What follows belongs to an exercise in optimizing a design on an open flow for small area; a production flow would make more cautious choices.
At most, simulation tests tie the RTL to the original design; equivalence was not proved.
The RTL of run 2 was laid out without a check of its function.

**flow/design.v**
```verilog
package aes_pkg;
    localparam int KEY_W  = 128;
    localparam int NUM_RK = 11;
    function automatic logic [7:0] rcon(input logic [3:0] step);
        logic [7:0] r;
        case (step)
            4'd0:    r = 8'h01;
            4'd1:    r = 8'h02;
            4'd2:    r = 8'h04;
            4'd3:    r = 8'h08;
            4'd4:    r = 8'h10;
            4'd5:    r = 8'h20;
            4'd6:    r = 8'h40;
            4'd7:    r = 8'h80;
            4'd8:    r = 8'h1b;
            4'd9:    r = 8'h36;
            default: r = 8'h00;
        endcase
        rcon = r;
    endfunction
endpackage
module aes_sbox (
    input  logic [7:0] x,
    output logic [7:0] y
);
    logic U0, U1, U2, U3, U4, U5, U6, U7;
    logic T1, T2, T3, T4, T5, T6, T7, T8, T9, T10, T11, T12, T13, T14;
    logic T15, T16, T17, T18, T19, T20, T21, T22, T23, T24, T25, T26, T27;
    logic M1, M2, M3, M4, M5, M6, M7, M8, M9, M10, M11, M12, M13, M14, M15;
    logic M16, M17, M18, M19, M20, M21, M22, M23, M24, M25, M26, M27, M28;
    logic M29, M30, M31, M32, M33, M34, M35, M36, M37, M38, M39, M40, M41;
    logic M42, M43, M44, M45, M46, M47, M48, M49, M50, M51, M52, M53, M54;
    logic M55, M56, M57, M58, M59, M60, M61, M62, M63;
    logic L0, L1, L2, L3, L4, L5, L6, L7, L8, L9, L10, L11, L12, L13, L14;
    logic L15, L16, L17, L18, L19, L20, L21, L22, L23, L24, L25, L26, L27;
    logic L28, L29;
    logic S0, S1, S2, S3, S4, S5, S6, S7;
    always_comb begin
        {U0, U1, U2, U3, U4, U5, U6, U7} = x;
        T1 = U0 ^ U3;
        T2 = U0 ^ U5;
        T3 = U0 ^ U6;
        T4 = U3 ^ U5;
        T5 = U4 ^ U6;
        T6 = T1 ^ T5;
        T7 = U1 ^ U2;
        T8 = U7 ^ T6;
        T9 = U7 ^ T7;
        T10 = T6 ^ T7;
        T11 = U1 ^ U5;
        T12 = U2 ^ U5;
        T13 = T3 ^ T4;
        T14 = T6 ^ T11;
        T15 = T5 ^ T11;
        T16 = T5 ^ T12;
        T17 = T9 ^ T16;
        T18 = U3 ^ U7;
        T19 = T7 ^ T18;
        T20 = T1 ^ T19;
        T21 = U6 ^ U7;
        T22 = T7 ^ T21;
        T23 = T2 ^ T22;
        T24 = T2 ^ T10;
        T25 = T20 ^ T17;
        T26 = T3 ^ T16;
        T27 = T1 ^ T12;
        M1 = T13 & T6;
        M2 = T23 & T8;
        M3 = T14 ^ M1;
        M4 = T19 & U7;
        M5 = M4 ^ M1;
        M6 = T3 & T16;
        M7 = T22 & T9;
        M8 = T26 ^ M6;
        M9 = T20 & T17;
        M10 = M9 ^ M6;
        M11 = T1 & T15;
        M12 = T4 & T27;
        M13 = M12 ^ M11;
        M14 = T2 & T10;
        M15 = M14 ^ M11;
        M16 = M3 ^ M2;
        M17 = M5 ^ T24;
        M18 = M8 ^ M7;
        M19 = M10 ^ M15;
        M20 = M16 ^ M13;
        M21 = M17 ^ M15;
        M22 = M18 ^ M13;
        M23 = M19 ^ T25;
        M24 = M22 ^ M23;
        M25 = M22 & M20;
        M26 = M21 ^ M25;
        M27 = M20 ^ M21;
        M28 = M23 ^ M25;
        M29 = M28 & M27;
        M30 = M26 & M24;
        M31 = M20 & M23;
        M32 = M27 & M31;
        M33 = M27 ^ M25;
        M34 = M21 & M22;
        M35 = M24 & M34;
        M36 = M24 ^ M25;
        M37 = M21 ^ M29;
        M38 = M32 ^ M33;
        M39 = M23 ^ M30;
        M40 = M35 ^ M36;
        M41 = M38 ^ M40;
        M42 = M37 ^ M39;
        M43 = M37 ^ M38;
        M44 = M39 ^ M40;
        M45 = M42 ^ M41;
        M46 = M44 & T6;
        M47 = M40 & T8;
        M48 = M39 & U7;
        M49 = M43 & T16;
        M50 = M38 & T9;
        M51 = M37 & T17;
        M52 = M42 & T15;
        M53 = M45 & T27;
        M54 = M41 & T10;
        M55 = M44 & T13;
        M56 = M40 & T23;
        M57 = M39 & T19;
        M58 = M43 & T3;
        M59 = M38 & T22;
        M60 = M37 & T20;
        M61 = M42 & T1;
        M62 = M45 & T4;
        M63 = M41 & T2;
        L0 = M61 ^ M62;
        L1 = M50 ^ M56;
        L2 = M46 ^ M48;
        L3 = M47 ^ M55;
        L4 = M54 ^ M58;
        L5 = M49 ^ M61;
        L6 = M62 ^ L5;
        L7 = M46 ^ L3;
        L8 = M51 ^ M59;
        L9 = M52 ^ M53;
        L10 = M53 ^ L4;
        L11 = M60 ^ L2;
        L12 = M48 ^ M51;
        L13 = M50 ^ L0;
        L14 = M52 ^ M61;
        L15 = M55 ^ L1;
        L16 = M56 ^ L0;
        L17 = M57 ^ L1;
        L18 = M58 ^ L8;
        L19 = M63 ^ L4;
        L20 = L0 ^ L1;
        L21 = L1 ^ L7;
        L22 = L3 ^ L12;
        L23 = L18 ^ L2;
        L24 = L15 ^ L9;
        L25 = L6 ^ L10;
        L26 = L7 ^ L9;
        L27 = L8 ^ L10;
        L28 = L11 ^ L14;
        L29 = L11 ^ L17;
        S0 = L6 ^ L24;
        S1 = ~(L16 ^ L26);
        S2 = ~(L19 ^ L28);
        S3 = L6 ^ L21;
        S4 = L20 ^ L22;
        S5 = L25 ^ L29;
        S6 = ~(L13 ^ L27);
        S7 = ~(L6 ^ L23);
        y = {S0, S1, S2, S3, S4, S5, S6, S7};
    end
endmodule
module roundKey (
    input  logic [aes_pkg::KEY_W-1:0] inputKey,
    input  logic [3:0]                count,
    output logic [aes_pkg::KEY_W-1:0] outputRoundKey
);
    logic [31:0] w0_s, w1_s, w2_s, w3_s;
    logic [31:0] sub_s, temp_s;
    logic [31:0] n0_s, n1_s, n2_s, n3_s;
    assign w0_s = inputKey[127:96];
    assign w1_s = inputKey[95:64];
    assign w2_s = inputKey[63:32];
    assign w3_s = inputKey[31:0];
    aes_sbox u_sb3 (.x(w3_s[23:16]), .y(sub_s[31:24]));
    aes_sbox u_sb2 (.x(w3_s[15:8]),  .y(sub_s[23:16]));
    aes_sbox u_sb1 (.x(w3_s[7:0]),   .y(sub_s[15:8]));
    aes_sbox u_sb0 (.x(w3_s[31:24]), .y(sub_s[7:0]));
    always_comb begin
        temp_s = sub_s ^ {aes_pkg::rcon(count), 24'h000000};
        n0_s   = w0_s ^ temp_s;
        n1_s   = w1_s ^ n0_s;
        n2_s   = w2_s ^ n1_s;
        n3_s   = w3_s ^ n2_s;
        outputRoundKey = {n0_s, n1_s, n2_s, n3_s};
    end
endmodule
module key_expansion_ctrl #(
    parameter int KEY_W      = 128,
    parameter int NUM_ROUNDS = 10
) (
    input  logic             clk,
    input  logic             n_rst,
    input  logic             start,
    input  logic [KEY_W-1:0] key_in,
    output logic             busy,
    output logic             done,
    input  logic [3:0]       rd_addr,
    output logic [KEY_W-1:0] rd_key
);
    logic         busy_q, done_q;
    logic [1:0]   g_q, j_q;           
    logic [1:0]   m_q;               
    logic [127:0] kr_q [0:3];        
    logic [31:0]  a1_q [0:3];        
    logic [31:0]  a2_q [0:3];        
    logic [127:0] rd_key_q;
    logic         load;              
    logic [1:0]   rg, rj;            
    logic         valid;
    logic [1:0]   p;                 
    logic [3:0]   sel_k, sel_a1, sel_a2;
    logic [127:0] ke;
    logic [31:0]  x1, x2, pp;
    logic [31:0]  a_o, b_o, c_o, d_o;
    logic [127:0] key_s, step_s;
    logic [3:0]   step_n;
    assign load = start & ~busy_q;
    logic [1:0] rd_g, rd_j;
    always_comb begin
        case (rd_addr)
            4'd0:    begin rd_g = 2'd0; rd_j = 2'd0; end
            4'd1:    begin rd_g = 2'd0; rd_j = 2'd1; end
            4'd2:    begin rd_g = 2'd0; rd_j = 2'd2; end
            4'd3:    begin rd_g = 2'd1; rd_j = 2'd0; end
            4'd4:    begin rd_g = 2'd1; rd_j = 2'd1; end
            4'd5:    begin rd_g = 2'd1; rd_j = 2'd2; end
            4'd6:    begin rd_g = 2'd2; rd_j = 2'd0; end
            4'd7:    begin rd_g = 2'd2; rd_j = 2'd1; end
            4'd8:    begin rd_g = 2'd2; rd_j = 2'd2; end
            4'd9:    begin rd_g = 2'd3; rd_j = 2'd0; end
            4'd10:   begin rd_g = 2'd3; rd_j = 2'd1; end
            default: begin rd_g = 2'd3; rd_j = 2'd2; end
        endcase
    end
    always_comb begin
        if (busy_q) begin
            rg    = g_q;
            rj    = j_q;
            valid = 1'b1;
            p     = j_q;
        end else begin
            rg    = rd_g;
            rj    = rd_j;
            valid = (rd_addr <= 4'd10);
            p     = m_q + rd_g;
        end
    end
    always_comb begin
        for (int i = 0; i < 4; i++) begin
            sel_k[i]  = valid && (p == 2'(i));
            sel_a1[i] = valid && (rj != 2'd0) && (p == 2'(i + 1));
            sel_a2[i] = valid && (rj == 2'd2) && (p == 2'(i + 2));
        end
    end
    always_comb begin
        ke = '0;
        x1 = '0;
        x2 = '0;
        for (int i = 0; i < 4; i++) begin
            ke = ke | ({128{sel_k[i]}} & kr_q[i]);
            x1 = x1 | ({32{sel_a1[i]}} & a1_q[i]);
            x2 = x2 | ({32{sel_a2[i]}} & a2_q[i]);
        end
    end
    always_comb begin
        pp  = x1 ^ x2;
        a_o = (rj == 2'd0) ? ke[127:96] : ((rj == 2'd1) ? x1 : x2);
        b_o = ke[95:64] ^ pp;
        c_o = ke[63:32] ^ ((rj == 2'd1) ? b_o : x2);
        d_o = ke[31:0]  ^ ((rj == 2'd1) ? c_o : ((rj == 2'd2) ? b_o : 32'h0));
        key_s = {a_o, b_o, c_o, d_o};
    end
    assign step_n = {g_q, 2'b00} - {2'b00, g_q} + {2'b00, j_q};    
    roundKey u_round_key (
        .inputKey       (key_s),
        .count          (step_n),
        .outputRoundKey (step_s)
    );
    always_ff @(posedge clk or negedge n_rst) begin
        if (!n_rst) begin
            busy_q <= 1'b0;
            done_q <= 1'b0;
        end else if (load) begin
            busy_q <= 1'b1;
            done_q <= 1'b0;
        end else if (busy_q && g_q == 2'd3 && j_q == 2'd0) begin
            busy_q <= 1'b0;
            done_q <= 1'b1;
        end
    end
    always_ff @(posedge clk) begin
        if (load) begin
            g_q <= 2'd0;
            j_q <= 2'd0;
            m_q <= 2'd0;
        end else begin
            m_q <= m_q + 2'd1;
            if (j_q == 2'd2) begin
                j_q <= 2'd0;
                g_q <= g_q + 2'd1;
            end else begin
                j_q <= j_q + 2'd1;
            end
        end
    end
    always_ff @(posedge clk) begin
        for (int i = 1; i < 4; i++) begin
            kr_q[i] <= kr_q[i-1];
            a1_q[i] <= a1_q[i-1];
            a2_q[i] <= a2_q[i-1];
        end
        if (load)
            kr_q[0] <= key_in;
        else if (busy_q && j_q == 2'd2)
            kr_q[0] <= step_s;
        else
            kr_q[0] <= kr_q[3];
        a1_q[0] <= (busy_q && j_q == 2'd0) ? step_s[127:96] : a1_q[3];
        a2_q[0] <= (busy_q && j_q == 2'd1) ? step_s[127:96] : a2_q[3];
    end
    always_ff @(posedge clk) begin
        rd_key_q <= key_s;
    end
    assign busy   = busy_q;
    assign done   = done_q;
    assign rd_key = rd_key_q;
endmodule
```
**flow/run.sh**
```bash
#!/bin/bash
# synth_recipe.tcl (not shown) runs the flow's synth.tcl, then flattens the netlist and writes it again
# the make line also repeats each setting of config.mk as NAME=value (left out here)
make -C /OpenROAD-flow-scripts/flow DESIGN_CONFIG=/design/flow/config.mk WORK_HOME=/design/flow/orfs CLKGATE_MAP_FILE= SYNTH_SCRIPT=/design/flow/synth_recipe.tcl finish
```
**flow/config.mk**
```make
export PLATFORM = sky130hd
export DESIGN_NAME = key_expansion_ctrl
export DESIGN_NICKNAME = key_expansion_ctrl
export VERILOG_FILES = /design/flow/design.v
export SDC_FILE = /design/flow/constraint.sdc
export NUM_CORES = 4
export LEC_CHECK = 0
export CAP_MARGIN = 20
export CORE_MARGIN = 2
export CORE_UTILIZATION = 40
export SLEW_MARGIN = 20
```
**flow/constraint.sdc**
```tcl
create_clock -name core_clock -period 10.0 [get_ports {clk}]
set_input_delay 2.0000 -clock core_clock [delete_from_list [all_inputs] [get_ports {clk}]]
set_output_delay 2.0000 -clock core_clock [all_outputs]
set_load 0.01 [all_outputs]
```
==> metrics.md, run 1 <==
| Metric | Value |
|---|---|
| HP Class | `reg2reg` |
| CP Capture Type | `flop` |
| Clock skew | `0.04282 ns` |
| Fin nets | `5443` |
| Hold Path Stages | `0` |
| Clk slew on worst S/H paths | `0.06 ns` |
| Cell repeated most along the worst path | `buf_4` |
| Fmax | `0.1034 GHz` |
| Starting Density | `40.35%` |
| Avg Inst Size Synth | `9.834 um^2` |
| Num CTS Buffers | `97` |
| Vias in the first global route | `35996` |
| Ys flop type | `dfxtp_1` |
| Setup Crit Path Kind | `in2reg` |
| R2R cell count | `27` |
| Setup ws final | `0.3302 ns` |
| Clock tree sinks | `904` |
| Outcome | `timing/DRC/antenna clean` |
| IO buf count | `264` |
| Slew HR | `28.65%` |
| Cell Area, Placed | `0.05224 mm^2` |
| DRC violations left | `0` |
| Crit path largest cell delay | `0.58 ns` |
| Routed via count | `36842` |
| DR pass1 iterations | `5` |
| Clk latency of the worst-skew pair | `0.70 ns` |
| Crit path time final | `9.670 ns` |
| Die X | `327.4 um` |
| Max Cap Violations | `0` |
| WP data required | `10.60 ns` |
| Final Hold Viols | `0` |
| Rows | `118` |
| Gpl congestion | `0.9629` |
| Layout area overhead | `34.44%` |
| CTS Hold Bufs | `0` |
| Synth area leader | `dfxtp_1` |
| Period utilisation layout | `96.70%` |
| WP data arrival | `10.27 ns` |
| Final setup vio count | `0` |
| R2R Path End | `kr_q[0][10]` |
| Synth top area cells | `dfxtp_1 (43%), xnor2_1 (6.4%), nand2_1 (6.3%)` |
| Total grt overflow | `0` |
| DRT Wirelength | `160500 um` |
| Pins Over Slew Limit | `0` |
| Vias per Instance | `5.458` |
| Crit path max fanout | `23` |
| CTS HTree Levels | `3` |
| R2r setup slk | `2.00 ns` |
| Pin count of the biggest net entering global routing | `65` |
| Core area | `0.1036 mm^2` |
| Cell Area, Synth | `0.04182 mm^2` |
| Num ports | `265` |
| First-pass GRT wire length | `233700 um` |
| Initial antenna violation count | `4` |
| Ys async rst share | `0.2212%` |
| Top cell type's share of synthesized area | `43.17%` |
| Antenna-violating nets left | `0` |
| Hpwl dp | `122200 um` |
| Total track usage | `29.14%` |
| Final core occ | `54.25%` |
| Die area | `0.1072 mm^2` |
| Number of flops mapped to enable cells by yosys | `0` |
| CTS tree | `yes` |
| Hold_sp | `a1_q[0][31]` |
| Netlist cell types | `137` |
| Min Hold Slack | `0.3174 ns` |
| Cell area after layout | `0.05623 mm^2` |
| Post-synthesis sequential area ratio | `43.29%` |
| Ratio of cells with drive above 1 in the final layout | `26.88%` |
| Placed cells | `6555` |
| Synth warnings | `6` |
| Seq cells post-synth | `904` |
| Final non-filler cell total | `6750` |
| Max clock buf depth | `3` |
| RR Startpoint | `busy_q` |
| Crit-path slowest cell | `xnor3_2` |
| Iteration-0 DRC Markers | `3109` |
| Routed WL per cell | `23.77 um` |
| Root Buffer | `clkbuf_16` |
| Die H | `327.4 um` |
| Type of origin of the critical path | `input port` |
| Worst slew pin tran | `1.065 ns` |
| Syn_nets | `4409` |
| Pre-CTS WS | `-0.6857 ns` |
| Sum of negative setup slack | `0 ns` |
| Hold endpoint | `a1_q[1][31]` |
| Cells after Synth | `4253` |
## how the worst max path moves through the flow
stage	from	endpoint	slack (ns)	depth (start not counted)
4_1_cts	rd_addr[0]	kr_q[0][1]	0.1	37
5_1_grt	rd_addr[0]	kr_q[0][31]	-0.05	35
3_5_place_dp	rd_addr[0]	kr_q[0][1]	-0.69	37
6_report	rd_addr[0]	kr_q[0][10]	0.33	34
2_1_floorplan	rd_addr[0]	kr_q[0][10]	0.60	30
3_3_place_gp	rd_addr[0]	kr_q[0][1]	-0.55	36
## per-layer routing
layer  track usage (%)  up-vias  wire length [um]
met5                 0        -                 0
met1             38.87    17827             68210
met3             4.293      334             11560
li1                  -    17117                 -
met2             46.54     1564             72780
met4             13.59        0              7932
## kinds of logic after synthesis
logic type / count (synthesis) / share of synthesized area, %
fa+ha+maj: 22 / 0.6731
simple gates: 1361 / 14.91
compound gates: 876 / 14.69
mux: 239 / 7.634
buf+inv: 324 / 4.152
xor+xnor: 527 / 14.65
flops: 904 / 43.29
## sequential cells by signal, summed over array words and instances (netlist names)
name      count
busy_q        1
g_q           2
kr_q        512
a1_q        128
j_q           2
m_q           2
a2_q        128
done_q        1
rd_key_q    128
## cells in the mapped netlist, drive strengths merged (22+ instances only)
cell type  count
o211ai        41
a21oi        170
nand4         46
or2           22
or3           29
xnor2        343
and3          59
nor2         192
mux2          34
nand3        138
a22oi         35
a21o          24
o22ai         26
inv           57
xnor3         58
and2          45
buf          148
o21ai        198
o2111ai       22
a211oi        46
xor2         113
nor3          46
mux2i        146
a31oi         83
mux4          59
clkbuf       118
nand2        703
dfxtp        902
a221oi        27
## what timing repair did
| item | 4_1_cts | 5_1_grt |
|---|---|---|
| cloned | 0 | 0 |
| gates resized for setup | 1 | 85 |
| pin swaps | 0 | 25 |
| setup endpoints to repair | 1 | 120 |
| setup buffers | 0 | 13 |
## layout by cell type (no fill, tap or decap), types with 24 or more instances in the layout
master / netlist / final
or3_1: 28 / 28
xor2_2: 14 / 24
mux4_2: 59 / 59
o21ai_0: 167 / 166
nand4_1: 45 / 45
dfxtp_1: 902 / 902
nand3_1: 138 / 138
buf_4: 27 / 893
a211oi_1: 39 / 38
nand2_1: 701 / 696
a31oi_1: 83 / 83
xor2_1: 97 / 86
nor3_1: 44 / 43
clkbuf_16: 0 / 97
a22oi_1: 34 / 34
clkdlybuf4s50_1: 0 / 264
and2_1: 44 / 42
and3_1: 58 / 58
inv_1: 47 / 46
mux2i_1: 144 / 142
buf_12: 1 / 40
mux2_2: 31 / 30
nor2_1: 185 / 177
o211ai_1: 37 / 37
xnor2_2: 27 / 50
xnor3_1: 55 / 45
xnor2_1: 307 / 282
a21oi_1: 167 / 166
a21o_1: 24 / 24
o21ai_1: 29 / 28
## critical path, delay by kind of cell
| kind | cells | cell delay (ns) |
|---|---|---|
| AO/OA/AOI/OAI | 7 | 1.30 |
| XOR/XNOR | 10 | 2.77 |
| adder cells (fa/ha/maj) | 3 | 0.67 |
| buffers and inverters | 8 | 1.59 |
| multiplexers | 2 | 0.56 |
| AND/OR/NAND/NOR | 4 | 1.30 |
## cell type report
| type | count | area [um^2] |
|---|---|---|
| clock buffers | 127 | 2700 |
| inverters | 58 | 220.2 |
| clock inverters | 53 | 726.9 |
| multi-input cells | 3025 | 22550 |
| well taps | 1380 | 1727 |
| flip-flops and latches | 904 | 18110 |
| repair buffers | 1201 | 10190 |
| diodes | 2 | 5.005 |
| fillers | 9323 | 47420 |
==> run 2, diff against run 1 <==
--- a/flow/design.v
+++ b/flow/design.v
@@ -207,52 +207,46 @@
     output logic [KEY_W-1:0] rd_key
 );
     logic         busy_q, done_q;
-    logic [1:0]   g_q, j_q;           
+    logic [3:0]   n_q;               
     logic [1:0]   m_q;               
     logic [127:0] kr_q [0:3];        
     logic [31:0]  a1_q [0:3];        
     logic [31:0]  a2_q [0:3];        
     logic [127:0] rd_key_q;
     logic         load;              
+    logic         last;              
+    logic         stepping;          
+    logic [3:0]   ra;                
     logic [1:0]   rg, rj;            
     logic         valid;
     logic [1:0]   p;                 
     logic [3:0]   sel_k, sel_a1, sel_a2;
     logic [127:0] ke;
-    logic [31:0]  x1, x2, pp;
+    logic [31:0]  x1, x2;
     logic [31:0]  a_o, b_o, c_o, d_o;
     logic [127:0] key_s, step_s;
-    logic [3:0]   step_n;
-    assign load = start & ~busy_q;
-    logic [1:0] rd_g, rd_j;
+    logic [3:0]   rc_n;
+    assign load     = start & ~busy_q;
+    assign last     = done_q & (n_q == 4'd10);
+    assign stepping = busy_q | last;
+    assign ra = busy_q ? 4'd0 : rd_addr;
     always_comb begin
-        case (rd_addr)
-            4'd0:    begin rd_g = 2'd0; rd_j = 2'd0; end
-            4'd1:    begin rd_g = 2'd0; rd_j = 2'd1; end
-            4'd2:    begin rd_g = 2'd0; rd_j = 2'd2; end
-            4'd3:    begin rd_g = 2'd1; rd_j = 2'd0; end
-            4'd4:    begin rd_g = 2'd1; rd_j = 2'd1; end
-            4'd5:    begin rd_g = 2'd1; rd_j = 2'd2; end
-            4'd6:    begin rd_g = 2'd2; rd_j = 2'd0; end
-            4'd7:    begin rd_g = 2'd2; rd_j = 2'd1; end
-            4'd8:    begin rd_g = 2'd2; rd_j = 2'd2; end
-            4'd9:    begin rd_g = 2'd3; rd_j = 2'd0; end
-            4'd10:   begin rd_g = 2'd3; rd_j = 2'd1; end
-            default: begin rd_g = 2'd3; rd_j = 2'd2; end
+        case (ra)
+            4'd0:    begin rg = 2'd0; rj = 2'd0; end
+            4'd1:    begin rg = 2'd0; rj = 2'd1; end
+            4'd2:    begin rg = 2'd0; rj = 2'd2; end
+            4'd3:    begin rg = 2'd1; rj = 2'd0; end
+            4'd4:    begin rg = 2'd1; rj = 2'd1; end
+            4'd5:    begin rg = 2'd1; rj = 2'd2; end
+            4'd6:    begin rg = 2'd2; rj = 2'd0; end
+            4'd7:    begin rg = 2'd2; rj = 2'd1; end
+            4'd8:    begin rg = 2'd2; rj = 2'd2; end
+            4'd9:    begin rg = 2'd3; rj = 2'd0; end
+            4'd10:   begin rg = 2'd3; rj = 2'd1; end
+            default: begin rg = 2'd3; rj = 2'd2; end
         endcase
-    end
-    always_comb begin
-        if (busy_q) begin
-            rg    = g_q;
-            rj    = j_q;
-            valid = 1'b1;
-            p     = j_q;
-        end else begin
-            rg    = rd_g;
-            rj    = rd_j;
-            valid = (rd_addr <= 4'd10);
-            p     = m_q + rd_g;
-        end
+        valid = (ra <= 4'd10);
+        p     = m_q + rg;
     end
     always_comb begin
         for (int i = 0; i < 4; i++) begin
@@ -272,17 +266,16 @@
         end
     end
     always_comb begin
-        pp  = x1 ^ x2;
         a_o = (rj == 2'd0) ? ke[127:96] : ((rj == 2'd1) ? x1 : x2);
-        b_o = ke[95:64] ^ pp;
+        b_o = ke[95:64] ^ x1 ^ x2;
         c_o = ke[63:32] ^ ((rj == 2'd1) ? b_o : x2);
         d_o = ke[31:0]  ^ ((rj == 2'd1) ? c_o : ((rj == 2'd2) ? b_o : 32'h0));
         key_s = {a_o, b_o, c_o, d_o};
     end
-    assign step_n = {g_q, 2'b00} - {2'b00, g_q} + {2'b00, j_q};    
+    assign rc_n = n_q - 4'd1;
     roundKey u_round_key (
-        .inputKey       (key_s),
-        .count          (step_n),
+        .inputKey       (rd_key_q),
+        .count          (rc_n),
         .outputRoundKey (step_s)
     );
     always_ff @(posedge clk or negedge n_rst) begin
@@ -292,43 +285,43 @@
         end else if (load) begin
             busy_q <= 1'b1;
             done_q <= 1'b0;
-        end else if (busy_q && g_q == 2'd3 && j_q == 2'd0) begin
+        end else if (busy_q && n_q == 4'd9) begin
             busy_q <= 1'b0;
             done_q <= 1'b1;
         end
     end
     always_ff @(posedge clk) begin
         if (load) begin
-            g_q <= 2'd0;
-            j_q <= 2'd0;
+            n_q <= 4'd0;
             m_q <= 2'd0;
         end else begin
             m_q <= m_q + 2'd1;
-            if (j_q == 2'd2) begin
-                j_q <= 2'd0;
-                g_q <= g_q + 2'd1;
-            end else begin
-                j_q <= j_q + 2'd1;
-            end
+            if (n_q < 4'd11)
+                n_q <= n_q + 4'd1;
         end
     end
     always_ff @(posedge clk) begin
-        for (int i = 1; i < 4; i++) begin
-            kr_q[i] <= kr_q[i-1];
-            a1_q[i] <= a1_q[i-1];
-            a2_q[i] <= a2_q[i-1];
-        end
-        if (load)
-            kr_q[0] <= key_in;
-        else if (busy_q && j_q == 2'd2)
-            kr_q[0] <= step_s;
-        else
-            kr_q[0] <= kr_q[3];
-        a1_q[0] <= (busy_q && j_q == 2'd0) ? step_s[127:96] : a1_q[3];
-        a2_q[0] <= (busy_q && j_q == 2'd1) ? step_s[127:96] : a2_q[3];
+        kr_q[0] <= load ? key_in : kr_q[3];
+        kr_q[1] <= (stepping && (n_q == 4'd3 || n_q == 4'd6 || n_q == 4'd9))
+                   ? step_s : kr_q[0];
+        kr_q[2] <= kr_q[1];
+        kr_q[3] <= kr_q[2];
+        a1_q[0] <= a1_q[3];
+        a1_q[1] <= (stepping && (n_q == 4'd1 || n_q == 4'd4 || n_q == 4'd7 || n_q == 4'd10))
+                   ? step_s[127:96] : a1_q[0];
+        a1_q[2] <= a1_q[1];
+        a1_q[3] <= a1_q[2];
+        a2_q[0] <= a2_q[3];
+        a2_q[1] <= (stepping && (n_q == 4'd2 || n_q == 4'd5 || n_q == 4'd8))
+                   ? step_s[127:96] : a2_q[0];
+        a2_q[2] <= a2_q[1];
+        a2_q[3] <= a2_q[2];
     end
     always_ff @(posedge clk) begin
-        rd_key_q <= key_s;
+        if ((busy_q && n_q != 4'd0) || (last && rd_addr == 4'd10))
+            rd_key_q <= step_s;
+        else
+            rd_key_q <= key_s;
     end
     assign busy   = busy_q;
     assign done   = done_q;
==> flow/flow/run.sh (new file) <==
#!/bin/bash
# Own layout flow: the standard layout, except that synthesis maps the logic with an
# area-oriented ABC script (see synth_area.tcl). Each tool's output goes to its own log here.
set -euo pipefail
here=$(pwd)
export FLOW_ABC_SCRIPT=$here/flow/area.abc
export FLOW_STD_SYNTH=$here/synth_recipe.tcl
sed "s#SYNTH_SCRIPT=[^ ]*#SYNTH_SCRIPT=$here/flow/synth_area.tcl#" standard.sh > own_standard.sh
grep -q "SYNTH_SCRIPT=$here/flow/synth_area.tcl" own_standard.sh
bash own_standard.sh > make_flow.log 2>&1
==> flow/flow/area.abc (new file) <==
&get -n
&st
&dch
&nf -R 1000
&put
==> flow/flow/synth_area.tcl (new file) <==
# Synthesis as synth_recipe.tcl (the standard synthesis), with one change: ABC maps the
# combinational logic for area (area.abc) instead of with ORFS's delay-oriented script.
# Registers are not touched by abc, so their names and cells stay those of the standard run.
proc abc {args} {
  set i [lsearch -exact $args -script]
  if { $i >= 0 } {
    lset args [expr { $i + 1 }] $::env(FLOW_ABC_SCRIPT)
  }
  yosys abc {*}$args
}
source $::env(FLOW_STD_SYNTH)
==> flow/standard.sh (new file) <==
#!/bin/bash
# synth_recipe.tcl (not shown) runs the flow's synth.tcl, then flattens the netlist and writes it again
# the make line also repeats each setting of config.mk as NAME=value (left out here)
make -C /OpenROAD-flow-scripts/flow DESIGN_CONFIG=/design/flow/config.mk WORK_HOME=/design/flow/orfs CLKGATE_MAP_FILE= SYNTH_SCRIPT=/design/flow/synth_recipe.tcl "${@:-finish}"
removed: flow/run.sh
==> run 2 against run 1 <==
- critical path depth is 11 lower
- design area decreased by 27%
- critical path type unchanged
- worst setup slack better by 2.6 ns
- synthesized cell count shrank 24%
- sequential share of layout area grew 12 points
==> metrics.md, run 2 <==
| Metric | Value |
|---|---|
| Outcome | `timing/DRC/antenna clean` |
| Cell Area, Placed | `0.03756 mm^2` |
| Cells after Synth | `3240` |
| Rows | `106` |
| Number of flops mapped to enable cells by yosys | `0` |
| Post-synth top cells | `dfxtp_1 (902), nand2_1 (604), xnor2_1 (371)` |
| Resized cells post-CTS | `0` |
| Avg Inst Size Synth | `10.32 um^2` |
| Fillcell total | `7616` |
| Final non-filler cell total | `4753` |
| Largest Register | `kr_q` |
| RSZ-0062 raised after global routing | `false` |
| Netlist cell types | `40` |
| Clock skew | `0.02574 ns` |
| Slew HR | `25.47%` |
| Cell Area, Synth | `0.03342 mm^2` |
| DRT Wirelength | `97210 um` |
| Starting Density | `40.19%` |
| Final setup vio count | `0` |
| HP Class | `reg2reg` |
| Setup Crit Path Kind | `in2reg` |
| Synth warnings | `6` |
| DRC violations left | `0` |
| CP Capture Type | `flop` |
| Die X | `293.1 um` |
| Ys flop type | `dfxtp_1` |
| Period utilisation layout | `70.76%` |
| Final Hold Viols | `0` |
| Die area | `0.08588 mm^2` |
| Placed cells | `4582` |
| Synth top area cells | `dfxtp_1 (54%), xnor2_1 (9.7%), nand2_1 (6.8%)` |
| CTS HTree Levels | `3` |
| Fmax | `0.1413 GHz` |
| Num CTS Buffers | `93` |
| CTS Hold Bufs | `0` |
| Pins Over Slew Limit | `0` |
| Antenna-violating nets left | `0` |
| Max Cap Violations | `0` |
| Setup bufs post-CTS | `0` |
| Iteration-0 DRC Markers | `2165` |
| CTS tree | `yes` |
| Setup ws final | `2.924 ns` |
| Count leader, synth | `dfxtp_1` |
| Post-synthesis sequential area ratio | `54.18%` |
| Worst slew pin tran | `1.118 ns` |
| Fin nets | `3752` |
| Gpl congestion | `0.8604` |
| WP data arrival | `7.55 ns` |
| Hpwl dp | `59640 um` |
| DR pass1 iterations | `7` |
| Crit path time final | `7.076 ns` |
| Initial antenna violation count | `7` |
| WP data required | `10.48 ns` |
| Most frequent cells in the layout | `dfxtp_1 (902), nand2_1 (602), xnor2_1 (371)` |
| Most common cell after layout, fill and taps aside | `dfxtp_1` |
| Top cell type's share of synthesized area | `54.03%` |
| Pin count of the biggest net entering global routing | `162` |
| Clk latency of the worst-skew pair | `0.64 ns` |
| Type of origin of the critical path | `input port` |
| Cell area after layout | `0.04078 mm^2` |
| Max FFs per register | `512` |
| Clock tree sinks | `904` |
| Num ports | `265` |
| Total grt overflow | `0` |
| Pre-CTS WS | `2.410 ns` |
| Max clock buf depth | `3` |
| First-pass GRT wire length | `147900 um` |
| Syn_nets | `3395` |
| IO buf count | `264` |
| Vias in the first global route | `24163` |
| Root Buffer | `clkbuf_16` |
| Ys async rst share | `0.2212%` |
| Routed via count | `24798` |
| Clk slew on worst S/H paths | `0.06 ns` |
| Total track usage | `22.32%` |
| Routed WL per cell | `20.45 um` |
| Vias per Instance | `5.217` |
| Final core occ | `49.04%` |
| Crit path max fanout | `32` |
| Layout area overhead | `22.01%` |
| Min Hold Slack | `0.3306 ns` |
| Ratio of cells with drive above 1 in the final layout | `5.612%` |
| Sum of negative setup slack | `0 ns` |
| Die H | `293.1 um` |
| Synth area leader | `dfxtp_1` |
| Core area | `0.08316 mm^2` |
| Seq cells post-synth | `904` |
## run 2: kinds of logic after synthesis
kind of cell | after synthesis | synth area share (%)
AO/OA/AOI/OAI | 693 | 13.90
XOR/XNOR | 565 | 14.81
adder cells (fa/ha/maj) | 20 | 0.7487
buffers and inverters | 52 | 0.9434
flip-flops | 904 | 54.18
multiplexers | 164 | 5.466
AND/OR/NAND/NOR | 842 | 9.962
## run 2: metal layers
layer	track usage [%]	up-vias	part of all wire [%]
li1	-	12113	-
met1	31.60	11826	47
met2	35.42	740	45
met3	3.585	117	6.4
met4	5.591	2	1.9
met5	0	-	0.0093
## run 2: layout make-up
type / instances / area (um^2) / share of cell area (%)
timing repair buffer: 294 / 2930 / 7.186
tap: 1080 / 1351 / 3.314
inverter: 20 / 75.07 / 0.1841
antenna: 2 / 5.005 / 0.01227
multi-input combinational: 2284 / 15090 / 37.02
clock inverter: 40 / 508.0 / 1.246
clock buffer: 129 / 2705 / 6.634
sequential: 904 / 18110 / 44.41
## run 2: critical path, cell delays in order
cell and delay (ns):
clkdlybuf4s50_1 0.49, nand2b_1 0.19, clkinv_1 0.14, ha_1 0.21
o21ai_0 0.18, a22oi_1 0.09, ha_1 0.20, xnor2_1 0.13
xnor2_1 0.52, and3_4 0.53, and2_2 0.94, a222oi_1 0.20
a21boi_0 0.25, xnor2_1 0.30, xnor2_1 0.19, nor2_1 0.06
nor2_1 0.14, xnor2_1 0.09, nand2_1 0.06, o21ai_0 0.11
and3_1 0.22, o21ai_0 0.14, o21ai_0 0.09
## run 2: path summary, 6_finish.rpt
check | end | slack [ns] | depth (start not counted) | from
max | rd_key_q[0] | 2.92 | 23 | rd_addr[1]
max in group asynchronous | busy_q | 8.35 | 1 | n_rst
min reg2reg | kr_q[2][72] | 0.33 | 0 | kr_q[1][72]
max reg2reg | kr_q[1][18] | 3.24 | 21 | rd_key_q[12]
min | kr_q[2][72] | 0.33 | 0 | kr_q[1][72]
min in group asynchronous | done_q | 1.53 | 1 | n_rst
==> run 3, diff against run 2 <==
--- a/flow/design.v
+++ b/flow/design.v
@@ -209,67 +209,64 @@
     logic         busy_q, done_q;
     logic [3:0]   n_q;               
     logic [1:0]   m_q;               
-    logic [127:0] kr_q [0:3];        
-    logic [31:0]  a1_q [0:3];        
-    logic [31:0]  a2_q [0:3];        
+    logic [127:0] kr_q [0:2];        
+    logic [31:0]  a1_q [0:2];        
+    logic [31:0]  a2_q [0:2];        
+    logic [31:0]  a3_q [0:2];        
     logic [127:0] rd_key_q;
     logic         load;              
     logic         last;              
     logic         stepping;          
+    logic         use_step;          
     logic [3:0]   ra;                
     logic [1:0]   rg, rj;            
     logic         valid;
-    logic [1:0]   p;                 
-    logic [3:0]   sel_k, sel_a1, sel_a2;
+    logic [2:0]   sel;               
     logic [127:0] ke;
-    logic [31:0]  x1, x2;
+    logic [31:0]  x1, x2, x3;
     logic [31:0]  a_o, b_o, c_o, d_o;
     logic [127:0] key_s, step_s;
     logic [3:0]   rc_n;
     assign load     = start & ~busy_q;
     assign last     = done_q & (n_q == 4'd10);
     assign stepping = busy_q | last;
-    assign ra = busy_q ? 4'd0 : rd_addr;
+    assign use_step = (busy_q & (n_q != 4'd0)) | (last & (rd_addr == 4'd10));
+    assign ra    = busy_q ? 4'd0 : rd_addr;
+    assign rg    = ra[3:2];
+    assign rj    = ra[1:0];
+    assign valid = ~use_step & (ra <= 4'd10);
     always_comb begin
-        case (ra)
-            4'd0:    begin rg = 2'd0; rj = 2'd0; end
-            4'd1:    begin rg = 2'd0; rj = 2'd1; end
-            4'd2:    begin rg = 2'd0; rj = 2'd2; end
-            4'd3:    begin rg = 2'd1; rj = 2'd0; end
-            4'd4:    begin rg = 2'd1; rj = 2'd1; end
-            4'd5:    begin rg = 2'd1; rj = 2'd2; end
-            4'd6:    begin rg = 2'd2; rj = 2'd0; end
-            4'd7:    begin rg = 2'd2; rj = 2'd1; end
-            4'd8:    begin rg = 2'd2; rj = 2'd2; end
-            4'd9:    begin rg = 2'd3; rj = 2'd0; end
-            4'd10:   begin rg = 2'd3; rj = 2'd1; end
-            default: begin rg = 2'd3; rj = 2'd2; end
+        case ({m_q, rg})
+            4'b00_00, 4'b01_01, 4'b10_10: sel = 3'b001;
+            4'b01_00, 4'b10_01, 4'b00_10: sel = 3'b010;
+            4'b10_00, 4'b00_01, 4'b01_10: sel = 3'b100;
+            default:                      sel = 3'b000;
         endcase
-        valid = (ra <= 4'd10);
-        p     = m_q + rg;
-    end
-    always_comb begin
-        for (int i = 0; i < 4; i++) begin
-            sel_k[i]  = valid && (p == 2'(i));
-            sel_a1[i] = valid && (rj != 2'd0) && (p == 2'(i + 1));
-            sel_a2[i] = valid && (rj == 2'd2) && (p == 2'(i + 2));
-        end
+        if (!valid)
+            sel = 3'b000;
     end
     always_comb begin
         ke = '0;
         x1 = '0;
         x2 = '0;
-        for (int i = 0; i < 4; i++) begin
-            ke = ke | ({128{sel_k[i]}} & kr_q[i]);
-            x1 = x1 | ({32{sel_a1[i]}} & a1_q[i]);
-            x2 = x2 | ({32{sel_a2[i]}} & a2_q[i]);
+        x3 = '0;
+        for (int i = 0; i < 3; i++) begin
+            ke = ke | ({128{sel[i]}} & kr_q[i]);
+            x1 = x1 | ({32{sel[i] & (rj != 2'd0)}} & a1_q[i]);
+            x2 = x2 | ({32{sel[i] & rj[1]}} & a2_q[i]);
+            x3 = x3 | ({32{sel[i] & (rj == 2'd3)}} & a3_q[i]);
         end
     end
     always_comb begin
-        a_o = (rj == 2'd0) ? ke[127:96] : ((rj == 2'd1) ? x1 : x2);
-        b_o = ke[95:64] ^ x1 ^ x2;
-        c_o = ke[63:32] ^ ((rj == 2'd1) ? b_o : x2);
-        d_o = ke[31:0]  ^ ((rj == 2'd1) ? c_o : ((rj == 2'd2) ? b_o : 32'h0));
+        case (rj)
+            2'd0:    a_o = ke[127:96];
+            2'd1:    a_o = x1;
+            2'd2:    a_o = x2;
+            default: a_o = x3;
+        endcase
+        b_o = ke[95:64] ^ x1 ^ x2 ^ x3;
+        c_o = ke[63:32] ^ ({32{rj[0]}} & b_o) ^ x2;
+        d_o = ke[31:0]  ^ ({32{rj[0]}} & c_o) ^ ({32{rj[1]}} & b_o) ^ x3;
         key_s = {a_o, b_o, c_o, d_o};
     end
     assign rc_n = n_q - 4'd1;
@@ -295,33 +292,30 @@
             n_q <= 4'd0;
             m_q <= 2'd0;
         end else begin
-            m_q <= m_q + 2'd1;
+            m_q <= (m_q == 2'd2) ? 2'd0 : m_q + 2'd1;
             if (n_q < 4'd11)
                 n_q <= n_q + 4'd1;
         end
     end
     always_ff @(posedge clk) begin
-        kr_q[0] <= load ? key_in : kr_q[3];
-        kr_q[1] <= (stepping && (n_q == 4'd3 || n_q == 4'd6 || n_q == 4'd9))
-                   ? step_s : kr_q[0];
+        kr_q[0] <= load ? key_in : kr_q[2];
+        kr_q[1] <= (stepping && (n_q == 4'd4 || n_q == 4'd8)) ? step_s : kr_q[0];
         kr_q[2] <= kr_q[1];
-        kr_q[3] <= kr_q[2];
-        a1_q[0] <= a1_q[3];
-        a1_q[1] <= (stepping && (n_q == 4'd1 || n_q == 4'd4 || n_q == 4'd7 || n_q == 4'd10))
-                   ? step_s[127:96] : a1_q[0];
-        a1_q[2] <= a1_q[1];
-        a1_q[3] <= a1_q[2];
-        a2_q[0] <= a2_q[3];
-        a2_q[1] <= (stepping && (n_q == 4'd2 || n_q == 4'd5 || n_q == 4'd8))
-                   ? step_s[127:96] : a2_q[0];
+        a1_q[0] <= a1_q[2];
+        a1_q[1] <= a1_q[0];
+        a1_q[2] <= (stepping && (n_q == 4'd1 || n_q == 4'd5 || n_q == 4'd9))
+                   ? step_s[127:96] : a1_q[1];
+        a2_q[0] <= (stepping && (n_q == 4'd2 || n_q == 4'd6 || n_q == 4'd10))
+                   ? step_s[127:96] : a2_q[2];
+        a2_q[1] <= a2_q[0];
         a2_q[2] <= a2_q[1];
-        a2_q[3] <= a2_q[2];
+        a3_q[0] <= a3_q[2];
+        a3_q[1] <= (stepping && (n_q == 4'd3 || n_q == 4'd7))
+                   ? step_s[127:96] : a3_q[0];
+        a3_q[2] <= a3_q[1];
     end
     always_ff @(posedge clk) begin
-        if ((busy_q && n_q != 4'd0) || (last && rd_addr == 4'd10))
-            rd_key_q <= step_s;
-        else
-            rd_key_q <= key_s;
+        rd_key_q <= key_s | ({128{use_step}} & step_s);
     end
     assign busy   = busy_q;
     assign done   = done_q;
==> flow/flow/run.sh (replaced) <==
#!/bin/bash
# Own layout flow: the standard layout (standard.sh), with these changes:
#  - synthesis maps the logic with an area-oriented ABC script (synth_area.tcl, area.abc);
#    registers are untouched, so their names and cells are the standard synthesis's;
#  - port buffers use the smallest buffer cell;
#  - clock tree synthesis uses smaller clock buffers and no dummy loads.
# make's full output goes to make_flow.log here; ORFS keeps each step's log under orfs/logs.
set -euo pipefail
here=$(pwd)
export FLOW_ABC_SCRIPT=$here/flow/area.abc
export FLOW_STD_SYNTH=$here/synth_recipe.tcl
sed "s#SYNTH_SCRIPT=[^ ]*#SYNTH_SCRIPT=$here/flow/synth_area.tcl#" standard.sh > own_standard.sh
grep -q "SYNTH_SCRIPT=$here/flow/synth_area.tcl" own_standard.sh
bash own_standard.sh \
  "BUFFER_PORTS_ARGS=-buffer_cell sky130_fd_sc_hd__buf_1" \
  "CTS_ARGS=-sink_clustering_enable -repair_clock_nets -dont_use_dummy_load -buf_list sky130_fd_sc_hd__clkbuf_4" \
  finish > make_flow.log 2>&1
--- a/flow/config.mk
+++ b/flow/config.mk
@@ -5,7 +5,8 @@
 export SDC_FILE = /design/flow/constraint.sdc
 export NUM_CORES = 4
 export LEC_CHECK = 0
-export CAP_MARGIN = 20
+export CAP_MARGIN = 10
 export CORE_MARGIN = 2
-export CORE_UTILIZATION = 40
-export SLEW_MARGIN = 20
+export CORE_UTILIZATION = 70
+export GPL_TIMING_DRIVEN = 0
+export SLEW_MARGIN = 10
==> run 3 against run 2 <==
- hold slack worse by 0.027 ns
- wire length is 5.0% lower
- die area is 46% lower
- design area is 12% lower
- non-clock buffer count is 60 higher
- critical path type is now reg2reg
- flip-flop and latch count is 96 lower
- first-iteration DRC count is 29% higher
- worst setup slack better by 0.23 ns
- sequential share of layout area is 0.63 points higher
==> metrics.md, run 3 <==
| Metric | Value |
|---|---|
| Total grt overflow | `0` |
| Die H | `215.9 um` |
| Seq cells post-synth | `808` |
| Final non-filler cell total | `4463` |
| Clock skew | `0.07902 ns` |
| DRT Wirelength | `92360 um` |
| Crit path time final | `6.848 ns` |
| Layout area overhead | `14.38%` |
| Fillcell total | `2882` |
| Initial antenna violation count | `2` |
| Antenna-violating nets left | `0` |
| RSZ-0062 raised after global routing | `false` |
| IO buf count | `264` |
| Outcome | `timing/DRC/antenna clean` |
| Rows | `77` |
| Syn_nets | `3504` |
| Cell Area, Synth | `0.03142 mm^2` |
| R2r setup slk | `3.15 ns` |
| Ys flop type | `dfxtp_1` |
| Gpl congestion | `0.8726` |
| Max FFs per register | `384` |
| Sum of negative setup slack | `0 ns` |
| Vias per Instance | `6.054` |
| Num ports | `265` |
| DRC violations left | `0` |
| Top cell type's share of synthesized area | `51.35%` |
| Hpwl dp | `62530 um` |
| Number of flops mapped to enable cells by yosys | `0` |
| R2R Path End | `rd_key_q[5]` |
| Fin nets | `4020` |
| Most common cell after layout, fill and taps aside | `nand2_1` |
| Most frequent cells in the layout | `nand2_1 (846), dfxtp_1 (806), xnor2_1 (446)` |
| Synth warnings | `7` |
| Final setup vio count | `0` |
| Core area | `0.04422 mm^2` |
| Die X | `215.9 um` |
| Clk slew on worst S/H paths | `0.07 ns` |
| Ratio of cells with drive above 1 in the final layout | `7.911%` |
| Period utilisation layout | `68.48%` |
| Final core occ | `81.28%` |
| Post-synth top cells | `nand2_1 (847), dfxtp_1 (806), xnor2_1 (446)` |
| Pins Over Slew Limit | `0` |
| Cells after Synth | `3354` |
| Max clock buf depth | `3` |
| DR pass1 iterations | `9` |
| Routed via count | `27017` |
| R2R cell count | `22` |
| Worst slew pin tran | `0.9530 ns` |
| RR Startpoint | `n_q[0]` |
| Pin count of the biggest net entering global routing | `77` |
| First-pass GRT wire length | `145100 um` |
| CP Capture Type | `flop` |
| Min Hold Slack | `0.3033 ns` |
| CTS tree | `yes` |
| Synth area leader | `dfxtp_1` |
| Count leader, synth | `nand2_1` |
| Clk latency of the worst-skew pair | `1.03 ns` |
| Root Buffer | `clkbuf_4` |
| Setup Crit Path Kind | `reg2reg` |
| Final Hold Viols | `0` |
| Post-synthesis sequential area ratio | `51.51%` |
| Clock tree sinks | `808` |
| Resized cells post-CTS | `0` |
| Largest Register | `kr_q` |
| Setup bufs post-CTS | `0` |
| Routed WL per cell | `20.70 um` |
| Starting Density | `71.06%` |
| Largest registers | `kr_q (384), rd_key_q (128)` |
| Ys async rst share | `0.2475%` |
| Fmax | `0.1460 GHz` |
| Total track usage | `39.44%` |
| Crit path launch | `n_q[0]` |
| WP data required | `10.86 ns` |
| Crit path max fanout | `27` |
| Synth top area cells | `dfxtp_1 (51%), xnor2_1 (12%), nand2_1 (10%)` |
| Type of origin of the critical path | `flop` |
| Num CTS Buffers | `192` |
| CTS HTree Levels | `4` |
| Vias in the first global route | `27852` |
| Avg Inst Size Synth | `9.369 um^2` |
| Die area | `0.04660 mm^2` |
| Critical Path End | `rd_key_q[5]` |
| Slew HR | `35.80%` |
| Placed cells | `4268` |
| CTS Hold Bufs | `0` |
| WP data arrival | `7.71 ns` |
| HP Class | `reg2reg` |
| Iteration-0 DRC Markers | `2799` |
| Netlist cell types | `35` |
| Max Cap Violations | `0` |
==> run 3: routing by layer <==
layer  up-vias  GRT usage (%)  wire [um]
met1     12790          47.56      35140
met2      1447          65.37      43810
met5         -              0          0
li1      12451              -          -
met3       329          8.640       9129
met4         0          22.41       4294
==> run 3: through the flow <==
stage / cell area [um^2] / worst slack (ns)
global placement: 33210 / -6.385
finish: 35940 / 3.152
CTS: 35930 / 3.302
global route: 35940 / 2.717
detailed placement: 34490 / 2.423
floorplan: 31480 / 0.4461
==> run 3: cells by family (layout without fill, tap and decap cells) <==
kind of cell | Yosys count | in the layout | share of synthesized area (%)
AO/OA/AOI/OAI | 688 | 688 | 14.24
other | 0 | 3 | 0
multiplexers | 1 | 1 | 0.03583
adder cells (fa/ha/maj) | 15 | 15 | 0.5973
flip-flops | 808 | 808 | 51.51
XOR/XNOR | 674 | 674 | 18.79
AND/OR/NAND/NOR | 1114 | 1114 | 13.80
buffers and inverters | 54 | 568 | 1.027
==> run 3: how the worst min path moves through the flow <==
stage / start / end / slack (ns) / cells past startpoint
floorplan: kr_q[1][0] / kr_q[2][0] / 0.33 / 0
global placement: kr_q[1][21] / kr_q[2][21] / 0.33 / 0
detailed placement: a2_q[1][12] / a2_q[2][12] / 0.34 / 0
CTS: kr_q[1][110] / kr_q[2][110] / 0.31 / 0
global route: kr_q[1][110] / kr_q[2][110] / 0.31 / 0
finish: a1_q[0][30] / a1_q[1][30] / 0.30 / 0
==> run 3: final cells by class <==
type | count | area (um^2) | share of cell area (%)
clock buffers | 192 | 1441 | 4.010
repair buffers | 322 | 2160 | 6.008
plain buffers | 32 | 240.2 | 0.6684
multi-input cells | 2492 | 15080 | 41.97
flip-flops and latches | 808 | 16190 | 45.03
diodes | 3 | 7.507 | 0.02089
inverters | 22 | 82.58 | 0.2298
well taps | 592 | 740.7 | 2.061
==> run 3: critical path: stages, from the launching register on <==
cell      delay, ns
dfxtp_1        0.54
clkinv_1       0.24
ha_1           0.34
and3_1         0.21
and4_1         0.21
a21oi_4        0.69
buf_16         0.26
o21ai_0        0.35
a221oi_4       0.80
buf_8          0.26
buf_8          0.20
buf_16         0.17
and2_2         0.40
buf_12         0.26
nand2_1        0.07
nand2_1        0.14
xnor2_1        0.11
xnor2_1        0.27
xor2_1         0.26
nor2_1         0.08
xnor2_1        0.32
nor3_1         0.10
or3b_1         0.37
==> run 4, diff against run 3 <==
--- a/flow/flow/run.sh
+++ b/flow/flow/run.sh
@@ -13,5 +13,5 @@
 grep -q "SYNTH_SCRIPT=$here/flow/synth_area.tcl" own_standard.sh
 bash own_standard.sh \
   "BUFFER_PORTS_ARGS=-buffer_cell sky130_fd_sc_hd__buf_1" \
-  "CTS_ARGS=-sink_clustering_enable -repair_clock_nets -dont_use_dummy_load -buf_list sky130_fd_sc_hd__clkbuf_4" \
+  "CTS_ARGS=-sink_clustering_enable -repair_clock_nets -dont_use_dummy_load -buf_list sky130_fd_sc_hd__clkbuf_8" \
   finish > make_flow.log 2>&1
--- a/flow/config.mk
+++ b/flow/config.mk
@@ -5,8 +5,8 @@
 export SDC_FILE = /design/flow/constraint.sdc
 export NUM_CORES = 4
 export LEC_CHECK = 0
-export CAP_MARGIN = 10
+export CAP_MARGIN = 20
 export CORE_MARGIN = 2
-export CORE_UTILIZATION = 70
+export CORE_UTILIZATION = 60
 export GPL_TIMING_DRIVEN = 0
-export SLEW_MARGIN = 10
+export SLEW_MARGIN = 20
==> run 4 against run 3 <==
- register-to-register slack worse by 0.18 ns
- synthesized cell count is the same
- critical path depth shrank 1
- first-iteration DRC count shrank 12%
==> metrics.md, run 4 <==
| Metric | Value |
|---|---|
| Ys flop type | `dfxtp_1` |
| Ratio of cells with drive above 1 in the final layout | `6.656%` |
| Period utilisation layout | `70.24%` |
| Pins Over Slew Limit | `0` |
| Post-synth top cells | `nand2_1 (847), dfxtp_1 (806), xnor2_1 (446)` |
| Iteration-0 DRC Markers | `2468` |
| R2r setup slk | `2.98 ns` |
| Gpl congestion | `0.8553` |
| Post-synthesis sequential area ratio | `51.51%` |
| Cells after Synth | `3354` |
| Vias per Instance | `5.788` |
| Die H | `232.8 um` |
| WP data arrival | `7.65 ns` |
| Ys async rst share | `0.2475%` |
| Type of origin of the critical path | `flop` |
| Core area | `0.05151 mm^2` |
| Total grt overflow | `0` |
| Layout area overhead | `16.02%` |
| Num ports | `265` |
| Synth warnings | `7` |
| Fillcell total | `4113` |
| Final setup vio count | `0` |
| Setup bufs post-CTS | `0` |
| Worst path top cell family by delay | `XOR/XNOR gates` |
| CTS HTree Levels | `4` |
| Top cell type's share of synthesized area | `51.35%` |
| Routed WL per cell | `20.54 um` |
| Outcome | `timing/DRC/antenna clean` |
| Worst slew pin tran | `0.9317 ns` |
| Crit-path slowest cell | `xnor2_1` |
| Multiplexer share of the synthesized area | `0.03584%` |
| IO buf count | `264` |
| Min Hold Slack | `0.3202 ns` |
| Final Hold Viols | `0` |
| Final non-filler cell total | `4497` |
| Antenna-violating nets left | `0` |
| CP Capture Type | `flop` |
| Cell repeated most along the worst path | `xnor2_1` |
| Synth area leader | `dfxtp_1` |
| Crit path max fanout | `6` |
| Root Buffer | `clkbuf_8` |
| Pin count of the biggest net entering global routing | `68` |
| HP Class | `reg2reg` |
| Crit path time final | `7.024 ns` |
| Max Cap Violations | `0` |
| Seq cells post-synth | `808` |
| Crit path largest cell delay | `0.61 ns` |
| Clock skew | `0.04451 ns` |
| Most frequent cells in the layout | `nand2_1 (846), dfxtp_1 (806), xnor2_1 (446)` |
| Sum of negative setup slack | `0 ns` |
| RSZ-0062 raised after global routing | `false` |
| Num CTS Buffers | `130` |
| Die area | `0.05422 mm^2` |
| Avg Inst Size Synth | `9.369 um^2` |
| Max clock buf depth | `3` |
| Vias in the first global route | `26184` |
| Fin nets | `3968` |
| Clk latency of the worst-skew pair | `0.78 ns` |
| CTS tree | `yes` |
| Post-synthesis simple-gate area fraction | `13.80%` |
| Xor/xnor share of the synthesized area | `18.79%` |
| Clock tree sinks | `808` |
| Netlist cell types | `35` |
| Routed via count | `26029` |
| DRC violations left | `0` |
| Setup Crit Path Kind | `reg2reg` |
| DR pass1 iterations | `6` |
| CP cell instances | `xor2_1, xnor2_1, xnor2_1, clkinv_1, ha_1, xnor2_1, xnor2_1, xnor2_1, xor2_1, mux2_1, xnor2_1, xor2_1, nand2_1, xnor2_1, xnor2_1, xnor2_1, xnor2_1, xor2_1, xor2_1, xor2_1, o21ai_0` |
| Adder-Cell Fraction of Synth Area | `0.5973%` |
| Fmax | `0.1424 GHz` |
| Count leader, synth | `nand2_1` |
| WP data required | `10.62 ns` |
| Synth top area cells | `dfxtp_1 (51%), xnor2_1 (12%), nand2_1 (10%)` |
| Clk slew on worst S/H paths | `0.06 ns` |
| Largest registers | `kr_q (384), rd_key_q (128)` |
| Total track usage | `33.89%` |
| Combinational family with the most area after synthesis | `XOR/XNOR gates` |
| CTS Hold Bufs | `0` |
| Largest Register | `kr_q` |
| Final core occ | `70.77%` |
| Starting Density | `61.00%` |
| Resized cells post-CTS | `0` |
| Most common cell after layout, fill and taps aside | `nand2_1` |
| Rows | `83` |
| Initial antenna violation count | `1` |
| Max FFs per register | `384` |
| Slew HR | `37.23%` |
| Cell Area, Synth | `0.03142 mm^2` |
| Worst Path Buf+Inv | `1` |
| First-pass GRT wire length | `142300 um` |
| Placed cells | `4366` |
| Number of flops mapped to enable cells by yosys | `0` |
| Die X | `232.8 um` |
| Hpwl dp | `63750 um` |
| Syn_nets | `3504` |
| DRT Wirelength | `92360 um` |
| Compound-Gate Fraction of Synth Area | `14.24%` |
run 4: kinds of logic after synthesis:
| group | Yosys count |
|---|---|
| AOI/OAI and AO/OA | 688 |
| DFF | 808 |
| adders and majority gates | 15 |
| xor gates and xnor gates | 674 |
| and+or+nand+nor | 1114 |
| buffers and inverters | 54 |
| muxes | 1 |
run 4: worst paths after layout:
| check | to | startpoint | cells after the start |
|---|---|---|---|
| max | kr_q[1][10] | rd_key_q[1] | 21 |
| min | a2_q[1][17] | a2_q[0][17] | 0 |
| max reg2reg | kr_q[1][10] | rd_key_q[1] | 21 |
| min reg2reg | a2_q[1][17] | a2_q[0][17] | 0 |
| max in group asynchronous | busy_q | n_rst | 1 |
| min in group asynchronous | done_q | n_rst | 1 |
run 4: worst reg2reg max path, cell delays in order, from the launching register on:
cell	delay (ns)
dfxtp_1	0.57
xor2_1	0.22
xnor2_1	0.53
xnor2_1	0.24
clkinv_1	0.11
ha_1	0.22
xnor2_1	0.30
xnor2_1	0.14
xnor2_1	0.42
xor2_1	0.22
mux2_1	0.41
xnor2_1	0.35
xor2_1	0.23
nand2_1	0.09
xnor2_1	0.59
xnor2_1	0.40
xnor2_1	0.23
xnor2_1	0.61
xor2_1	0.34
xor2_1	0.34
xor2_1	0.21
o21ai_0	0.12
run 4: metal layers:
| layer | GRT usage (%) | vias to the layer above | routed length [um] |
|---|---|---|---|
| met4 | 15.37 | 0 | 3602 |
| met3 | 6.618 | 239 | 7038 |
| li1 | - | 12284 | - |
| met1 | 42.28 | 12427 | 38330 |
| met5 | 0 | - | 0 |
| met2 | 56.72 | 1079 | 43380 |
run 4: metrics by stage:
stage          instance area [um^2]  setup slack [ns]
6_report                      36460             2.976
3_3_place_gp                  33320            -6.950
3_5_place_dp                  34660             2.830
4_1_cts                       36450             3.057
5_1_grt                       36460             2.502
2_1_floorplan                 31480            0.4461
run 4: final cells by class:
| type | instances | area, um^2 | share of cell area [%] |
|---|---|---|---|
| Antenna cell | 1 | 2.502 | 0.006864 |
| Buffer | 32 | 240.2 | 0.6590 |
| Clock buffer | 130 | 1789 | 4.908 |
| Inverter | 22 | 82.58 | 0.2265 |
| Multi-Input combinational cell | 2492 | 15090 | 41.41 |
| Sequential cell | 808 | 16190 | 44.40 |
| Tap cell | 680 | 850.8 | 2.334 |
| Timing Repair Buffer | 332 | 2210 | 6.061 |

-- what the ideal ports hide --
The results above use ideal ports. As a check the final layouts listed here were re-extracted and re-timed, cells and wires unchanged.
Step 1 assumes that a clkbuf_16 drives the clock port and a buf_2 every other input.
Step 2 adds t to the input delays and takes it off the output delays; t is the mean of the earliest and latest rising clock arrival at the registers after step 1. Input paths then give back, and output paths get back, about the clock's delay inside the block.
a / b / c = ideal / step 1 / step 2; a / b = the first two.
run	shift t [ns]	slack for setup (ns)	worst setup path at the end	latest minus earliest clock arrival (ns)	worst data-port slew with drivers (ns)
run 1	0.748	0.330 / 0.380 / -0.369	input to register	0.042 / 0.043	0.08
run 2	0.694	2.924 / 2.960 / 2.266	input to register	0.029 / 0.028	0.16
run 3	1.034	3.152 / 3.152 / 2.176	input to register	0.099 / 0.100	0.12
run 4	0.827	2.976 / 2.976 / 2.685	input to register	0.055 / 0.054	0.06
Met with ideal ports but missed after step 2: setup timing in run 1. The setup slack of run 3, which loses most, moves by 0.000 ns with the drivers and by -0.976 ns with both steps.
